This design comes from an exercise in tuning for small area and a short achievable clock period on the open sky130 flow, not from production work.
Function was checked by simulation only, so behaviour that the tests miss may differ from the original.
Power is estimated from default activity; no workload was simulated.

==> onyx <==
## fp32_mul
module fp32_mul
(
    input  logic        clk,
    input  logic        rst_n,
    input  logic [31:0] a,
    input  logic [31:0] b,
    input  logic        in_valid,
    output logic        out_valid,
    output logic [31:0] result
);
clock: 8.5 ns
lec_check: 0
cap_margin: 20
core_margin: 2
core_utilization: 40
cts_cluster_diameter: 100
cts_cluster_size: 25
place_density: 0.45
slew_margin: 20
synth_hierarchical: 1
synth_minimum_keep_size: 0
standard.sh (not shown) runs the stock make flow with config.mk's settings and CLKGATE_MAP_FILE= SYNTH_SCRIPT=/design/flow/synth_recipe.tcl, a recipe that flattens the netlist after the stock synthesis.
==> flow/flow/run.sh <==
#!/bin/bash
# Own layout flow: the standard layout (standard.sh, ORFS from synthesis
# to finish, synthesis unchanged) with two changes to how the layout is made:
#  - repair_timing aims below the clock period: a path with less than
#    SETUP_SLACK_MARGIN ns of setup slack is treated as one to fix;
#  - the port buffers that buffer_ports inserts on every input and output
#    are sky130_fd_sc_hd__buf_2 rather than the cell it picks by default.
# Each tool's full output stays in orfs/logs; make's output in standard.log.
set -euo pipefail
export SETUP_SLACK_MARGIN=5.3
export BUFFER_PORTS_ARGS="-buffer_cell sky130_fd_sc_hd__buf_2"
bash standard.sh > standard.log 2>&1
==> raven: changes against onyx <==
PLACE_DENSITY = not set   (was 0.45)
TNS_END_PERCENT = 5   (was not set)
==> cedar: changes against onyx <==
CAP_MARGIN = 10   (was 20)
PLACE_DENSITY = not set   (was 0.45)
SLEW_MARGIN = 10   (was 20)
==> notes <==
Final cell count is about the same in cedar and raven.
Synthesized cell count is the same in onyx and raven.
Global-route usage, highest first: onyx, raven, cedar.
Core utilization: raven < cedar < onyx.
In area after synthesis, raven and onyx do not differ.
==> figures <==
metric                                                                            onyx                  cedar                     raven
Combined area of the multi-input logic cells                                0.0170 mm2             0.0168 mm2                0.0169 mm2
Standard cell with the maximum stage delay on the critical path  sky130_fd_sc_hd__fa_1  sky130_fd_sc_hd__fa_1  sky130_fd_sc_hd__dfxtp_2
Setup clock skew after layout                                                0.0227 ns              0.0303 ns                 0.0279 ns
DR WL met3                                                                     6.18 mm                7.61 mm                   7.11 mm
Met2 Resource Use GR                                                             0.399                  0.350                     0.353
Multi-input comb cells                                                            1756                   1755                      1755
Tot GR Track Use                                                                 0.247                  0.221                     0.223
Critical register-to-register path endpoint                                     m2[75]                 m2[54]                    m2[78]
Comb pwr share                                                                   0.614                  0.596                     0.600
Outcome                                               no timing/DRC/antenna violations  no timing/DRC/antenna violations  no timing/DRC/antenna violations
Leak pwr                                                                     0.0114 uW              0.0112 uW                 0.0111 uW

* * *

==> 11-27: inputs <==
Starting RTL as in the previous note.
export LEC_CHECK = 0
export CAP_MARGIN = 20
export CORE_MARGIN = 2
export CORE_UTILIZATION = 40
export CTS_CLUSTER_DIAMETER = 100
export CTS_CLUSTER_SIZE = 25
export SLEW_MARGIN = 20
export SYNTH_HIERARCHICAL = 1
export SYNTH_MINIMUM_KEEP_SIZE = 0
create_clock -name core_clock -period 8.5 [get_ports {clk}]
==> flow/flow/run.sh <==
#!/bin/bash
# Own layout flow: the standard layout (standard.sh, ORFS from synthesis
# to finish, synthesis unchanged) with two changes to how the layout is made:
#  - repair_timing aims below the clock period: a path with less than
#    SETUP_SLACK_MARGIN ns of setup slack is treated as one to fix;
#  - the port buffers that buffer_ports inserts on every input and output
#    are sky130_fd_sc_hd__buf_1 rather than the cell it picks by default.
# Each tool's full output stays in orfs/logs; make's output in standard.log.
set -euo pipefail
export SETUP_SLACK_MARGIN=5.3
export BUFFER_PORTS_ARGS="-buffer_cell sky130_fd_sc_hd__buf_1"
bash standard.sh > standard.log 2>&1
==> inputs of 02-08, as changes to 11-27 <==
==> flow/flow/run.sh (replaced) <==
#!/bin/bash
# Own layout flow: the standard layout (standard.sh, ORFS from synthesis
# to finish, synthesis unchanged) with two changes to how the layout is made:
#  - repair_timing aims below the clock period: a path with less than
#    SETUP_SLACK_MARGIN ns of setup slack is treated as one to fix;
#  - the port buffers that buffer_ports inserts on every input and output
#    are sky130_fd_sc_hd__buf_2 rather than the cell it picks by default.
# Each tool's full output stays in orfs/logs; make's output in standard.log.
set -euo pipefail
export SETUP_SLACK_MARGIN=5.5
export BUFFER_PORTS_ARGS="-buffer_cell sky130_fd_sc_hd__buf_2"
bash standard.sh > standard.log 2>&1
==> inputs of 02-07, as changes to 11-27 <==
==> flow/flow/run.sh (replaced) <==
#!/bin/bash
# Own layout flow: the standard layout (standard.sh, ORFS from synthesis
# to finish, synthesis unchanged) with two changes to how the layout is made:
#  - repair_timing aims below the clock period: a path with less than
#    SETUP_SLACK_MARGIN ns of setup slack is treated as one to fix;
#  - the port buffers that buffer_ports inserts on every input and output
#    are sky130_fd_sc_hd__buf_2 rather than the cell it picks by default.
# Each tool's full output stays in orfs/logs; make's output in standard.log.
set -euo pipefail
export SETUP_SLACK_MARGIN=5.3
export BUFFER_PORTS_ARGS="-buffer_cell sky130_fd_sc_hd__buf_2"
bash standard.sh > standard.log 2>&1
PLACE_DENSITY = 0.75   (was unset)
==> notes <==
Area after synthesis is the same in 02-07 and 11-27.
The lowest clock skew belongs to 02-08, the highest to 02-07.
Between 02-08 and 02-07, the lower non-clock buffer count is in 02-07 (gap 76).
11-27 finished clean. 02-08 passed the timing, design-rule and antenna checks. 02-07 completed with no timing, DRC or antenna violations.
Clock power: 11-27 > 02-08 > 02-07.
Against 02-07, the wire length of 11-27 is larger by 7.8%.
Combinational power, lowest first: 02-07, 11-27, 02-08.
Total power, highest first: 02-08, 11-27, 02-07.
Against 02-07, the final area of 11-27 is higher by 0.28%.
Of 02-08 and 02-07, 02-08 has the higher count of clock-buffer cells in the layout (gap 1).
Die area is the same in 02-08 and 02-07.
==> figures <==
|  | 11-27 | 02-08 | 02-07 |
|---|---|---|---|
| Wire length of the first global-routing pass | 113,300 um | 115,800 um | 107,300 um |
| Smallest setup slack after layout | 5307 ps | 5315 ps | 5285 ps |
| Skew-Pair Late Insertion Delay | 580 ps | 590 ps | 570 ps |
| Met1 wire length | 30,220 um | 31,780 um | 27,640 um |
| ClkCell Share | 2.648% | 2.218% | 2.067% |
| Clock Power | 1.24 mW | 1.16 mW | 1.07 mW |
| Internal power | 6.155 mW | 6.629 mW | 6.038 mW |
| RePlAce Congestion | 0.9695 | 0.9501 | 0.9268 |
| Footprint of the multi-input gates | 0.01695 sq mm | 0.01760 sq mm | 0.01688 sq mm |
| Area share of buffers outside the clock network | 2.966% | 7.840% | 3.518% |
| Routed length per placed instance | 22.56 um | 24.39 um | 20.94 um |
| Combined global-route utilization of all metal layers | 22.03% | 22.62% | 20.52% |
| Endpoint of the worst hold-timing path | e0_4[6] | e0_4[0] | lz3[2] |
| Fin nets | 2,862 | 2,945 | 2,867 |
| Hold_ws | 332.2 ps | 327.5 ps | 310.0 ps |
| DR WL met2 | 33,210 um | 36,160 um | 29,550 um |
| Comb power | 6.47 mW | 7.44 mW | 6.42 mW |
| Outcome | finished clean | finished clean | finished clean |
| Number of violations reported at the end of detailed-routing iteration 0 | 1,824 | 2,319 | 2,135 |
| Worst Setup Slack post-DPL | 4915 ps | 4952 ps | 4948 ps |
| Fin crit share | 37.57% | 37.47% | 37.82% |
| Share of total power in the clock network | 11.4% | 9.9% | 10.1% |

## afterwards: timing with drivers on the ports
Ports are ideal in the flow. The routed layouts listed here were re-timed in OpenROAD. Step 1 sets driving cells, clkbuf_16 on the clock port and buf_2 on the other inputs (assumed; they add their load-dependent delay and slew). Step 2, shift: input delay + t, output delay - t, t = (earliest + latest rising clock arrival at the registers) / 2. This alone moves slack from input paths to output paths. Slacks: no drivers / after step 1 / after step 2; pairs: no drivers / after step 1.
run	t, ns	setup slack, ns	hold slack, ns	slew at the worst register clock pin (ns)	cell pins on the clock port's net
onyx	0.651	5.367 / 5.367 / 4.936	0.328 / 0.328 / 0.328	0.10 / 0.10	1
raven	0.611	5.229 / 5.229 / 4.712	0.331 / 0.331 / 0.331	0.10 / 0.10	1
cedar	0.627	5.315 / 5.315 / 4.869	0.324 / 0.324 / 0.324	0.10 / 0.10	1
11-27	0.623	5.307 / 5.307 / 4.875	0.332 / 0.332 / 0.332	0.10 / 0.10	1
02-08	0.637	5.315 / 5.315 / 5.098	0.328 / 0.328 / 0.328	0.10 / 0.10	1
02-07	0.613	5.285 / 5.285 / 5.128	0.310 / 0.310 / 0.310	0.11 / 0.11	1
After both steps setup and hold are still met in every run listed. The setup slack of raven, which loses most, moves by 0.000 ns with the drivers and by -0.517 ns with both steps.
